What follows belongs to an exercise in optimizing a design on an open flow for small area; a production flow would make more cautious choices. In this exercise RTL edits were held to simulation tests only and were not proved equivalent to the original. The flow treats the clock pin as an ideal source, which a real chip does not have. Power figures rest on the tool's default switching activity, not on a simulated workload.

==> flow/design.v <==
package msrv32_integer_file_pkg;
  localparam int XLEN = 32;
  localparam int REG_COUNT = 32;
  localparam int ADDR_W = 5;
  typedef logic [XLEN-1:0] xlen_t;
endpackage
module msrv32_integer_file #(
  parameter int XLEN = msrv32_integer_file_pkg::XLEN,
  parameter int REG_COUNT = msrv32_integer_file_pkg::REG_COUNT,
  parameter int ADDR_W = msrv32_integer_file_pkg::ADDR_W
) (
  input  logic              ms_riscv32_mp_clk_in,
  input  logic              ms_riscv32_mp_rst_in,
  input  logic [ADDR_W-1:0] rs_1_addr_in,
  input  logic [ADDR_W-1:0] rs_2_addr_in,
  input  logic [ADDR_W-1:0] rd_addr_in,
  input  logic              wr_en_in,
  input  logic [XLEN-1:0]   rd_in,
  output logic [XLEN-1:0]   rs_1_out,
  output logic [XLEN-1:0]   rs_2_out
);
  localparam int N = REG_COUNT - 1;   
  logic [N-1:0][XLEN-1:0] data_q, data_d;
  logic [N-1:0] valid_q;
  logic phase_q;
  logic [XLEN-1:0] wdata;
  logic [N-1:0] we_d, hold_d;
  logic [N-1:0] sel_1, sel_2;
  logic [XLEN-1:0] mux_1, mux_2;
  always_comb begin
    for (int j = 0; j < N; j++) begin
      we_d[j] = wr_en_in && rd_addr_in == ADDR_W'(j + 1);
      hold_d[j] = !we_d[j];
    end
  end
  always_ff @(posedge ms_riscv32_mp_clk_in or negedge ms_riscv32_mp_rst_in) begin
    if (!ms_riscv32_mp_rst_in)
      valid_q <= '0;
    else
      valid_q <= valid_q | we_d;
  end
  always_ff @(posedge ms_riscv32_mp_clk_in or negedge ms_riscv32_mp_rst_in) begin
    if (!ms_riscv32_mp_rst_in)
      phase_q <= 1'b0;
    else
      phase_q <= !phase_q;
  end
  assign wdata = rd_in ^ {XLEN{phase_q}};
  msrv32_integer_file_load #(.N(N), .XLEN(XLEN)) u_load (
    .q(data_q), .w(wdata), .hold(hold_d), .we(we_d), .d(data_d)
  );
  always_ff @(posedge ms_riscv32_mp_clk_in) data_q <= data_d;
  always_comb begin
    for (int j = 0; j < N; j++) begin
      sel_1[j] = ms_riscv32_mp_rst_in && (valid_q[j] || we_d[j]) && rs_1_addr_in == ADDR_W'(j + 1);
      sel_2[j] = ms_riscv32_mp_rst_in && (valid_q[j] || we_d[j]) && rs_2_addr_in == ADDR_W'(j + 1);
    end
  end
  msrv32_integer_file_rdmux #(.N(N), .XLEN(XLEN)) u_rd_1 (
    .d(data_d), .sel(sel_1), .y(mux_1)
  );
  msrv32_integer_file_rdmux #(.N(N), .XLEN(XLEN)) u_rd_2 (
    .d(data_d), .sel(sel_2), .y(mux_2)
  );
  assign rs_1_out = mux_1 ^ {XLEN{!phase_q && |sel_1}};
  assign rs_2_out = mux_2 ^ {XLEN{!phase_q && |sel_2}};
endmodule
module msrv32_integer_file_load #(
  parameter int N = 31,
  parameter int XLEN = 32
) (
  input  logic [N-1:0][XLEN-1:0] q,
  input  logic [XLEN-1:0]        w,
  input  logic [N-1:0]           hold,
  input  logic [N-1:0]           we,
  output logic [N-1:0][XLEN-1:0] d
);
  always_comb
    for (int j = 0; j < N; j++) d[j] = ~((q[j] | {XLEN{we[j]}}) & (w | {XLEN{hold[j]}}));
endmodule
module msrv32_integer_file_rdmux #(
  parameter int N = 31,
  parameter int XLEN = 32
) (
  input  logic [N-1:0][XLEN-1:0] d,
  input  logic [N-1:0]           sel,
  output logic [XLEN-1:0]        y
);
  localparam int G = N / 3;
  logic [G-1:0][XLEN-1:0] yn;
  for (genvar g = 0; g < G; g++) begin : g_grp
    for (genvar b = 0; b < XLEN; b++) begin : g_bit
      msrv32_integer_file_aoi3 u_aoi (
        .d({d[3*g+2][b], d[3*g+1][b], d[3*g][b]}),
        .s(sel[3*g+2:3*g]),
        .yn(yn[g][b])
      );
    end
  end
  always_comb begin
    y = '0;
    for (int g = 0; g < G; g++) y = y | ~yn[g];
    for (int j = 3 * G; j < N; j++) y = y | ({XLEN{sel[j]}} & d[j]);
  end
endmodule
module msrv32_integer_file_aoi3 (
  input  logic [2:0] d,
  input  logic [2:0] s,
  output logic       yn
);
  assign yn = ~|(d & s);
endmodule
==> flow/run.sh <==
#!/bin/bash
# synth_recipe.tcl (not shown) runs the flow's synth.tcl, then flattens the netlist and writes it again
# the make line also repeats each setting of config.mk as NAME=value (left out here)
make -C /OpenROAD-flow-scripts/flow DESIGN_CONFIG=/design/flow/config.mk WORK_HOME=/design/flow/orfs CLKGATE_MAP_FILE= SYNTH_SCRIPT=/design/flow/synth_recipe.tcl finish
==> flow/config.mk <==
export PLATFORM = sky130hd
export DESIGN_NAME = msrv32_integer_file
export DESIGN_NICKNAME = msrv32_integer_file
export VERILOG_FILES = /design/flow/design.v
export SDC_FILE = /design/flow/constraint.sdc
export NUM_CORES = 4
export LEC_CHECK = 0
export CAP_MARGIN = 20
export CORE_MARGIN = 2
export CORE_UTILIZATION = 55
export CTS_BUF_LIST = sky130_fd_sc_hd__clkbuf_8
export CTS_CLUSTER_DIAMETER = 60
export CTS_CLUSTER_SIZE = 14
export PLACE_DENSITY = 0.65
export SETUP_SLACK_MARGIN = 0.3
export SLEW_MARGIN = 20
export SYNTH_HIERARCHICAL = 1
export SYNTH_MINIMUM_KEEP_SIZE = 0
==> flow/constraint.sdc <==
create_clock -name core_clock -period 8.0 [get_ports {ms_riscv32_mp_clk_in}]
set_input_delay 1.6000 -clock core_clock [delete_from_list [all_inputs] [get_ports {ms_riscv32_mp_clk_in}]]
set_output_delay 1.6000 -clock core_clock [all_outputs]
set_load 0.01 [all_outputs]
==> reports/qor.csv, run 1 <==
stage,metric,value,unit
cts,CTS tree,yes,
timing,final setup margin,0.280,ns
finish,"commonest cells after routing, fill and taps aside","992 x o22ai_1, 992 x dfxtp_1, 640 x a222oi_1, 195 x buf_4, 129 x nand4_1",
setup_path,kind of critical path,in -> out,
floorplanning,initial core utilization,55.7,%
synth,synth top area cells,"dfxtp_1 49%, a222oi_1 16%, o22ai_1 15%",
timing,Final Hold Vio Count,0,
route,Vias/cell,8.54,
timing,post-layout minimum cycle time,7.72,ns
setup_path,flop2flop setup slack,5.16,ns
synth,main combinational cell family by area after synthesis,compound AO/OA/AOI/OAI gates,
cts,CTS Sinks,1024,
power,maximum VDD drop,0.187,mV
route,Wirelength per Cell,38.8,µm
cts,"Clk Latency, worst-skew pair",0.78,ns
timing,count of final setup violators,0,
route,1st-iter DRT viols,10272,
route,DRT Pass-1 Iters,22,
synth,synthesized flop and latch total,1024,
grt,GRT overflow,0,
setup_path,Reg2Reg Depth,4,
floorplanning,die height,276,µm
cts,clk slew on worst S/H paths,0.09,ns
grt,GR Util All Layers,45.8,%
grt,first-pass GRT wire length,263000,µm
timing,setup TNS,0,ns
timing,worst-margin pin slew,1.28,ns
synth,Synth Area per Inst,11.2,µm²
synth,Syn Std Cell Area,40700,µm²
job,Max Cap Viol,0,
synth,Synth cell types,45,
route,final WL,184000,µm
floorplanning,row cnt,99,
floorplanning,Die Width,276,µm
synth,Post-Syn Instances,3634,
place,port buffer count,113,
power,Power Dens Cells,268,nW/µm²
timing,Slew headroom,14.5,%
synth,Synth Flop Type,dfxtp_1,
setup_path,WP data arrival,6.12,ns
cts,# H-tree levels,3,
place,GPL Wtd Cong,0.969,
synth,Post-synth ARST share,3.13,%
route,Remaining DRCs,0,
power,"Power, Total",0.0120,W
floorplanning,Core ar.,73100,µm²
route,Vias,40458,
synth,Synth Area in XOR/XNOR,3.17,%
worst_hold_path,hold_sp,data_q[830]$_DFF_P_,
synth,Compound-Gate Fraction of Synth Area,34.4,%
setup_path,Startpoint Class,input pin,
synth,post-synthesis simple-gate area fraction,5.01,%
route,Detail Route Antenna Nets,0,
setup_path,critical path required time,6.40,ns
finish,share of post-route cells with drive strength above 1,14.5,%
grt,initial antenna violation count,5,
finish,Layout area overhead,9.89,%
synth,Yosys top cell area share,48.8,%
synth,mux cell area share after synthesis,0,%
worst_hold_path,worst hold path class,reg -> reg,
place,dpl ws,0.524,ns
cts,CTS-repair resized insts,0,
synth,Post-Synth Adder-Cell Area,0,%
synth,Post-synth EDFFs,0,
grt,vias in the first global route,38524,
cts,Num CTS Buffers,89,
place,Placed Area,43200,µm²
power,Leak,17.1,nW
setup_path,worst r2r src,phase_q$_DFF_PN0_,
setup_path,crit end category,primary output,
cts,clock buffer depth,3,
synth,syn_nets,3684,
timing,Max Clock Freq,130,MHz
finish,Layout Nets,3796,
finish,post-layout instance area,44700,µm²
synth,post-synth top area cell,dfxtp_1,
setup_path,reg2reg end,data_q[971]$_DFF_P_,
worst_hold_path,hold depth,1,
finish,fillers,5920,
timing,RSZ-0062 raised after global routing,no,
timing,skew final,0.0342,ns
cts,cell chosen for the clock root,clkbuf_8,
timing,Tcrit/Tclk final,96.5,%
synth,count of warnings emitted by yosys,9,
timing,final-report max-slew violation count,0,
worst_hold_path,Worst Hold Path EP,data_q[830]$_DFF_P_,
place,HPWL after DPL,110000,µm
synth,part of the Yosys area used for sequential elements,50.7,%
floorplanning,Die ar.,76200,µm²
grt,largest net degree at the start of global routing,34,
floorplanning,I/O pin cnt,114,
status,status,finished clean,
setup_path,critical path peak fanout,11,
[state kept, by name, indices dropped and copies added, names as in the netlist]
signal and count:
data_q 992, valid_q 31, phase_q 1
[modules after synthesis (local to each module, per instance), excerpt]
module,cells inside,copies in the design,flops+latches
msrv32_integer_file,1458,1,1024
msrv32_integer_file_aoi3,1,640,0
[layer usage]
layer	part of all wire (%)	wire length (µm)	global-route usage [%]	vias up
met1	36	65600	59.5	19354
met5	0.017	32	0	-
met3	16	30200	16.0	958
met2	41	76300	66.7	4145
li1	-	-	-	15997
met4	6.5	11900	25.2	4
[worst max-delay path: stages]
cell             delay, ns
clkdlybuf4s50_1       0.62
and4b_1               0.59
nand2_1               0.24
inv_1                 0.17
buf_4                 0.28
o22ai_1               0.17
a222oi_1              0.89
nand2_1               0.17
a2111o_1              0.47
xor2_2                0.32
clkdlybuf4s50_1       0.60
[logic make-up (layout without fill, tap and decap cells)]
family                 after synthesis  after routing
AO/OA/AOI/OAI                     1759           1759
flip-flops                        1024           1024
buffers and inverters              384            525
AND/OR/NAND/NOR                    371            371
XOR/XNOR                            96             96
other                                0              4
[Yosys cell counts (12+ instances only)]
cell type / count
buf_2: 171
xor2_1: 36
a2111o_1: 64
a222oi_1: 640
o22ai_1: 992
xor2_2: 60
nor2_1: 34
nor3_1: 32
a21oi_2: 17
o32ai_1: 30
dfxtp_1: 992
nand2_1: 116
buf_4: 23
dfrtp_1: 32
nand4_1: 129
a21oi_4: 12
buf_6: 112
inv_1: 63
[area by class of cell]
class / count / area [µm²] / area share, %
Tap cell: 959 / 1200 / 2.68
Antenna cell: 4 / 10.0 / 0.0224
Multi-Input combinational cell: 2226 / 17900 / 39.9
Clock inverter: 26 / 203 / 0.453
Sequential cell: 1024 / 20700 / 46.2
Timing Repair Buffer: 342 / 3270 / 7.31
Inverter: 63 / 236 / 0.528
Clock buffer: 94 / 1290 / 2.89
[worst max-delay path by stage]
stage                  startpoint      endpoint
finish              rd_addr_in[1]  rs_2_out[30]
global route        rd_addr_in[0]  rs_1_out[29]
CTS                 rd_addr_in[4]  rs_2_out[30]
detailed placement  rd_addr_in[4]  rs_2_out[30]
global placement    rd_addr_in[4]  rs_2_out[30]
floorplan           rd_addr_in[1]  rs_1_out[10]
[where the power goes]
| part | switching (W) | internal [W] | total [W] |
|---|---|---|---|
| clock network | 0.00183 | 0.00112 | 0.00295 |
| logic | 0.00158 | 0.000818 | 0.00239 |
| registers | 0.000325 | 0.00632 | 0.00664 |
[stage by stage]
step,util (%),cells,hold slack [ns]
5_1_grt,61.2,4735,0.481
3_3_place_gp,59.1,4611,0.444
3_5_place_dp,59.1,4611,0.454
4_1_cts,61.2,4731,0.466
2_1_floorplan,-,3634,0.428
6_report,61.2,4738,0.466
[repair_timing]
action,4_1_cts,5_1_grt
hold buffers,0,0
setup endpoints to repair,0,2
buffers inserted,0,3
==> run 2: changes to the inputs <==
==> flow/flow/run.sh (new file) <==
#!/bin/bash
# Own layout flow: the standard ORFS flow (standard.sh, unchanged synthesis)
# with these changes to how the layout is built:
#  - after floorplan, every combinational cell other than a buffer or an
#    inverter is set to the smallest size of its kind (downsize.tcl); the
#    repair_design and repair_timing steps that follow upsize what needs it
#  - the port buffers that global placement inserts are buf_1 cells
#  - clock tree synthesis uses clkbuf_8 leaf buffers for clusters of up to
#    14 sinks and clkbuf_4 cells above them, without dummy loads
#  - after CTS, clock leaf buffers whose sinks see a slow clock edge are
#    upsized, cells with timing slack are sized down (repair_timing
#    -recover_power), and placement is legalised again (post_cts.tcl)
# Each tool's full output stays in orfs/logs/ (one log per step); what make
# prints goes to flow.log.
set -euo pipefail
here=$(cd "$(dirname "$0")" && pwd)
export BUFFER_PORTS_ARGS="-buffer_cell sky130_fd_sc_hd__buf_1"
export CTS_ARGS="-sink_clustering_enable -repair_clock_nets -dont_use_dummy_load -buf_list sky130_fd_sc_hd__clkbuf_4 -sink_clustering_buffer sky130_fd_sc_hd__clkbuf_8 -sink_clustering_size 14 -sink_clustering_max_diameter 80"
export POST_FLOORPLAN_TCL="$here/downsize.tcl"
export POST_CTS_TCL="$here/post_cts.tcl"
bash standard.sh > flow.log 2>&1
==> flow/flow/downsize.tcl (new file) <==
# size every combinational cell down to the smallest cell of its family, then
# let repair_design / repair_timing fix what that breaks
proc my_downsize {} {
  set lib [lindex [get_libs *] 0]
  set n 0
  foreach inst [get_cells *] {
    set ref [get_property $inst ref_name]
    if {![regexp {^sky130_fd_sc_hd__([a-z0-9]+)_([0-9]+)$} $ref -> base sz]} continue
    if {[regexp {^(df|sdf|edf|dl|clk|tap|fill|decap|conb|diode|dly|sedf|buf|inv)} $base]} continue
    set best ""; set barea 1e9
    foreach c [get_lib_cells */sky130_fd_sc_hd__${base}_*] {
      set cn [get_property $c name]
      if {![regexp "^sky130_fd_sc_hd__${base}_\[0-9\]+\$" $cn]} continue
      if {[get_property $c dont_use]} continue
      set a [get_property $c area]
      if {$a < $barea} {set barea $a; set best $c}
    }
    if {$best ne "" && [get_property $best name] ne $ref} {
      replace_cell $inst $best
      incr n
    }
  }
  puts "downsized $n cells"
}
my_downsize
==> flow/flow/post_cts.tcl (new file) <==
log_cmd estimate_parasitics -placement
set_propagated_clock [all_clocks]
set fixed 0
foreach pass {1 2} {
  set drivers {}
  foreach p [get_pins -hierarchical */CLK] {
    if {[get_property $p slew_max] > 0.100} {
      set d [get_cells -of_objects [get_pins -of_objects [get_nets -of_objects $p] -filter "direction==output"]]
      lappend drivers [get_full_name $d]
    }
  }
  foreach d [lsort -unique $drivers] {
    set ref [get_property [get_cells $d] ref_name]
    set next ""
    if {$ref eq "sky130_fd_sc_hd__clkbuf_4"} {set next sky130_fd_sc_hd__clkbuf_8}
    if {$ref eq "sky130_fd_sc_hd__clkbuf_8"} {set next sky130_fd_sc_hd__clkbuf_16}
    if {$next ne ""} {
      replace_cell [get_cells $d] [get_lib_cells */$next]
      incr fixed
    }
  }
  estimate_parasitics -placement
}
puts "upsized $fixed clock buffers"
log_cmd repair_timing -recover_power 100 -setup_margin $::env(SETUP_SLACK_MARGIN)
log_cmd detailed_placement
check_placement -verbose
set worst 0
foreach p [get_pins -hierarchical */CLK] {
  set s [get_property $p slew_max]
  if {$s > $worst} {set worst $s}
}
puts "worst flip-flop clock pin slew (placement parasitics): $worst"
report_design_area
==> flow/standard.sh (new file) <==
#!/bin/bash
# synth_recipe.tcl (not shown) runs the flow's synth.tcl, then flattens the netlist and writes it again
# the make line also repeats each setting of config.mk as NAME=value (left out here)
make -C /OpenROAD-flow-scripts/flow DESIGN_CONFIG=/design/flow/config.mk WORK_HOME=/design/flow/orfs CLKGATE_MAP_FILE= SYNTH_SCRIPT=/design/flow/synth_recipe.tcl "${@:-finish}"
--- a/flow/config.mk
+++ b/flow/config.mk
@@ -8,9 +8,6 @@
 export CAP_MARGIN = 20
 export CORE_MARGIN = 2
 export CORE_UTILIZATION = 55
-export CTS_BUF_LIST = sky130_fd_sc_hd__clkbuf_8
-export CTS_CLUSTER_DIAMETER = 60
-export CTS_CLUSTER_SIZE = 14
 export PLACE_DENSITY = 0.65
 export SETUP_SLACK_MARGIN = 0.3
 export SLEW_MARGIN = 20
removed: flow/run.sh
==> reports/qor.csv, run 2 <==
stage,metric,value,unit
power,Power Dens Cells,270,nW/µm²
setup_path,kind of critical path,in -> out,
power,Sequential Power Share,58.2,%
floorplanning,Die ar.,76200,µm²
route,Wirelength per Cell,38.5,µm
timing,Tcrit/Tclk final,94.5,%
power,Combinational Power Share,19.4,%
worst_hold_path,worst hold path class,reg -> reg,
setup_path,Most Frequent Cell on Critical Path,buf_1,
status,status,finished clean,
timing,skew final,0.0964,ns
cts,CTS Sinks,1024,
setup_path,critical path required time,6.40,ns
floorplanning,initial core utilization,55.7,%
setup_path,critical path peak fanout,15,
synth,most frequent cells after synthesis,"992 x dfxtp_1, 992 x o22ai_1, 640 x a222oi_1",
finish,share of post-route cells with drive strength above 1,9.25,%
finish,"commonest cells after routing, fill and taps aside","992 x o22ai_1, 992 x dfxtp_1, 640 x a222oi_1, 148 x buf_4, 129 x nand4_1",
floorplanning,Core ar.,73100,µm²
finish,Top reg by flops,data_q,
timing,Final Hold Vio Count,0,
setup_path,Startpoint Class,input pin,
setup_path,crit end category,primary output,
route,final WL,180000,µm
finish,max FFs per register,992,
synth,post-synth top area cell,dfxtp_1,
synth,Post-synth ARST share,3.13,%
floorplanning,I/O pin cnt,114,
grt,GR Util All Layers,44.7,%
floorplanning,row cnt,99,
cts,CTS tree,yes,
route,DRT Pass-1 Iters,21,
setup_path,critical path's top delay family,buffers and inverters,
power,P_sw,0.00353,W
power,internal power,0.00787,W
synth,count of warnings emitted by yosys,9,
place,HPWL after DPL,107000,µm
synth,Syn Std Cell Area,40700,µm²
synth,Post-synth EDFFs,0,
place,GPL Wtd Cong,0.987,
power,Leak,16.2,nW
place,port buffer count,113,
grt,initial antenna violation count,6,
timing,count of final setup violators,0,
synth,synthesized flop and latch total,1024,
setup_path,cell chain of the critical path,"buf_1, and4bb_1, nand2_1, inv_1, clkbuf_1, o22ai_1, a222oi_1, nand4_1, a2111o_1, xor2_1, buf_1",
worst_hold_path,hold depth,1,
route,Vias,39669,
finish,fillers,6296,
route,Remaining DRCs,0,
setup_path,crit-path max cell delay,0.74,ns
setup_path,Reg2Reg Depth,4,
power,Clk pwr share,22.4,%
finish,Layout area overhead,3.85,%
synth,Synth Area per Inst,11.2,µm²
grt,largest net degree at the start of global routing,33,
synth,synth top area cells,"dfxtp_1 49%, a222oi_1 16%, o22ai_1 15%",
place,Placed Cells,4578,
timing,setup TNS,0,ns
setup_path,critical path depth,11,
timing,final-report max-slew violation count,0,
synth,Synth Flop Type,dfxtp_1,
grt,first-pass GRT wire length,259000,µm
floorplanning,die height,276,µm
route,Vias/cell,8.49,
synth,Post-Syn Instances,3634,
setup_path,WP data arrival,5.96,ns
power,maximum VDD drop,0.162,mV
floorplanning,Die Width,276,µm
route,Detail Route Antenna Nets,0,
timing,worst-margin pin slew,1.30,ns
synth,syn_nets,3684,
timing,RSZ-0062 raised after global routing,no,
timing,Slew headroom,12.4,%
cts,clk slew on worst S/H paths,0.08,ns
timing,post-layout minimum cycle time,7.56,ns
cts,"Clk Latency, worst-skew pair",0.99,ns
finish,Finished Layout Cells,4672,
power,switching fraction of total power,30.9,%
grt,GRT overflow,0,
timing,Max Clock Freq,132,MHz
synth,Synth cell types,45,
finish,registers with the most flip-flops,"data_q x992, valid_q x31, phase_q x1",
finish,Layout Nets,3760,
job,Max Cap Viol,0,
setup_path,Worst Path Buf+Inv,4,
grt,vias in the first global route,37849,
setup_path,Worst path slowest cell,clkbuf_1,
synth,part of the Yosys area used for sequential elements,50.7,%
synth,Yosys top cell area share,48.8,%
route,1st-iter DRT viols,9075,
==> run 2: cell counts after synthesis <==
No cell type changed its count.
==> run 2: final timing paths <==
kind | from | end | slack [ns]
min reg2reg | data_q[104]$_DFF_P_ | data_q[104]$_DFF_P_ | 0.47
max | wr_en_in | rs_1_out[8] | 0.44
max in group asynchronous | ms_riscv32_mp_rst_in | valid_q[3]$_DFF_PN0_ | 6.63
min | data_q[104]$_DFF_P_ | data_q[104]$_DFF_P_ | 0.47
max reg2reg | phase_q$_DFF_PN0_ | data_q[62]$_DFF_P_ | 4.76
min in group asynchronous | ms_riscv32_mp_rst_in | valid_q[23]$_DFF_PN0_ | 0.87
==> run 2: final cells by class <==
class	instances	area (µm²)	share of cell area, %
Antenna cell	5	12.5	0.0296
Clock buffer	83	1100	2.59
Inverter	63	236	0.559
Multi-Input combinational cell	2226	17200	40.6
Sequential cell	1024	20700	48.9
Tap cell	959	1200	2.84
Timing Repair Buffer	312	1910	4.51
==> run 2: layer usage <==
layer  share of wire, %  vias up  GRT usage [%]
met5              0.034        -              0
met4                6.3        8           24.3
met3                 15      850           14.9
met2                 42     3707           65.8
met1                 36    19163           57.9
li1                   -    15941              -
==> run 2: power groups by stage <==
stage	Sequential [W]	Clock (W)	Combinational, W
floorplan	0.00667	0	0.00156
global placement	0.00672	0	0.00198
detailed placement	0.00674	0	0.00212
global route	0.00674	0.00273	0.00236
finish	0.00663	0.00255	0.00221
==> run 2: per-stage QoR <==
stage	power [W]	hold slack (ns)	cell area (µm²)	utilization, %	setup slack [ns]
after floorplan	0.00823	0.428	40700	-	1.53
after global placement	0.00869	0.443	41200	56.3	1.06
after detailed placement	0.00885	0.454	41200	56.4	1.01
after global routing	0.0118	0.479	42300	57.9	0.363
final	0.0114	0.466	42300	57.9	0.441
==> run 2: per-module statistics from Yosys, one instance, submodules excluded, a selection <==
module | cells | cell area [µm²] | flops+latches | times used
msrv32_integer_file | 1458 | 24200 | 1024 | 1
msrv32_integer_file_aoi3 | 1 | 10.0 | 0 | 640
==> run 2: logic make-up (layout without fill, tap and decap cells) <==
logic type | after synthesis | count (layout) | synth area share (%)
other | 0 | 5 | 0
XOR/XNOR | 96 | 96 | 3.17
buffers and inverters | 384 | 458 | 6.68
AND/OR/NAND/NOR | 371 | 371 | 5.01
AO/OA/AOI/OAI | 1759 | 1759 | 34.4
flip-flops | 1024 | 1024 | 50.7
==> run 2: worst register-to-register path: cells and delay by family, from the launching register on <==
family                    cells  cell delay, ns
DFF                           1            0.91
AOI/OAI and AO/OA             1            0.19
buffers and inverters         2            1.27
xor gates and xnor gates      1            0.69

static timing again, ports no longer ideal:
No port has a modelled driver above. Below, the same layouts with a new extraction and two added sets of constraints.
Step 1 (the two cells are an assumption about what drives the block):
set clk [get_ports {ms_riscv32_mp_clk_in}]
set_driving_cell -lib_cell sky130_fd_sc_hd__clkbuf_16 $clk
set_driving_cell -lib_cell sky130_fd_sc_hd__buf_2 [delete_from_list [all_inputs] $clk]
Step 2, shift: input delay + t, output delay - t, t = (earliest + latest rising clock arrival at the registers) / 2. This alone moves slack from input paths to output paths.
Slacks: no drivers / after step 1 / after step 2; pairs: no drivers / after step 1.
run | t, ns | setup slack, ns | worst hold slack (ns) | worst setup path after step 2 | latest minus earliest clock arrival (ns)
run 1 | 0.820 | 0.280 / 0.241 / 0.241 | 0.466 / 0.466 / 0.466 | input to output | 0.052 / 0.052
run 2 | 0.987 | 0.441 / 0.420 / 0.420 | 0.466 / 0.466 / 0.466 | input to output | 0.123 / 0.123
After both steps setup and hold are still met in every run listed. The setup slack of run 1, which loses most, moves by -0.039 ns with the drivers and by -0.039 ns with both steps.
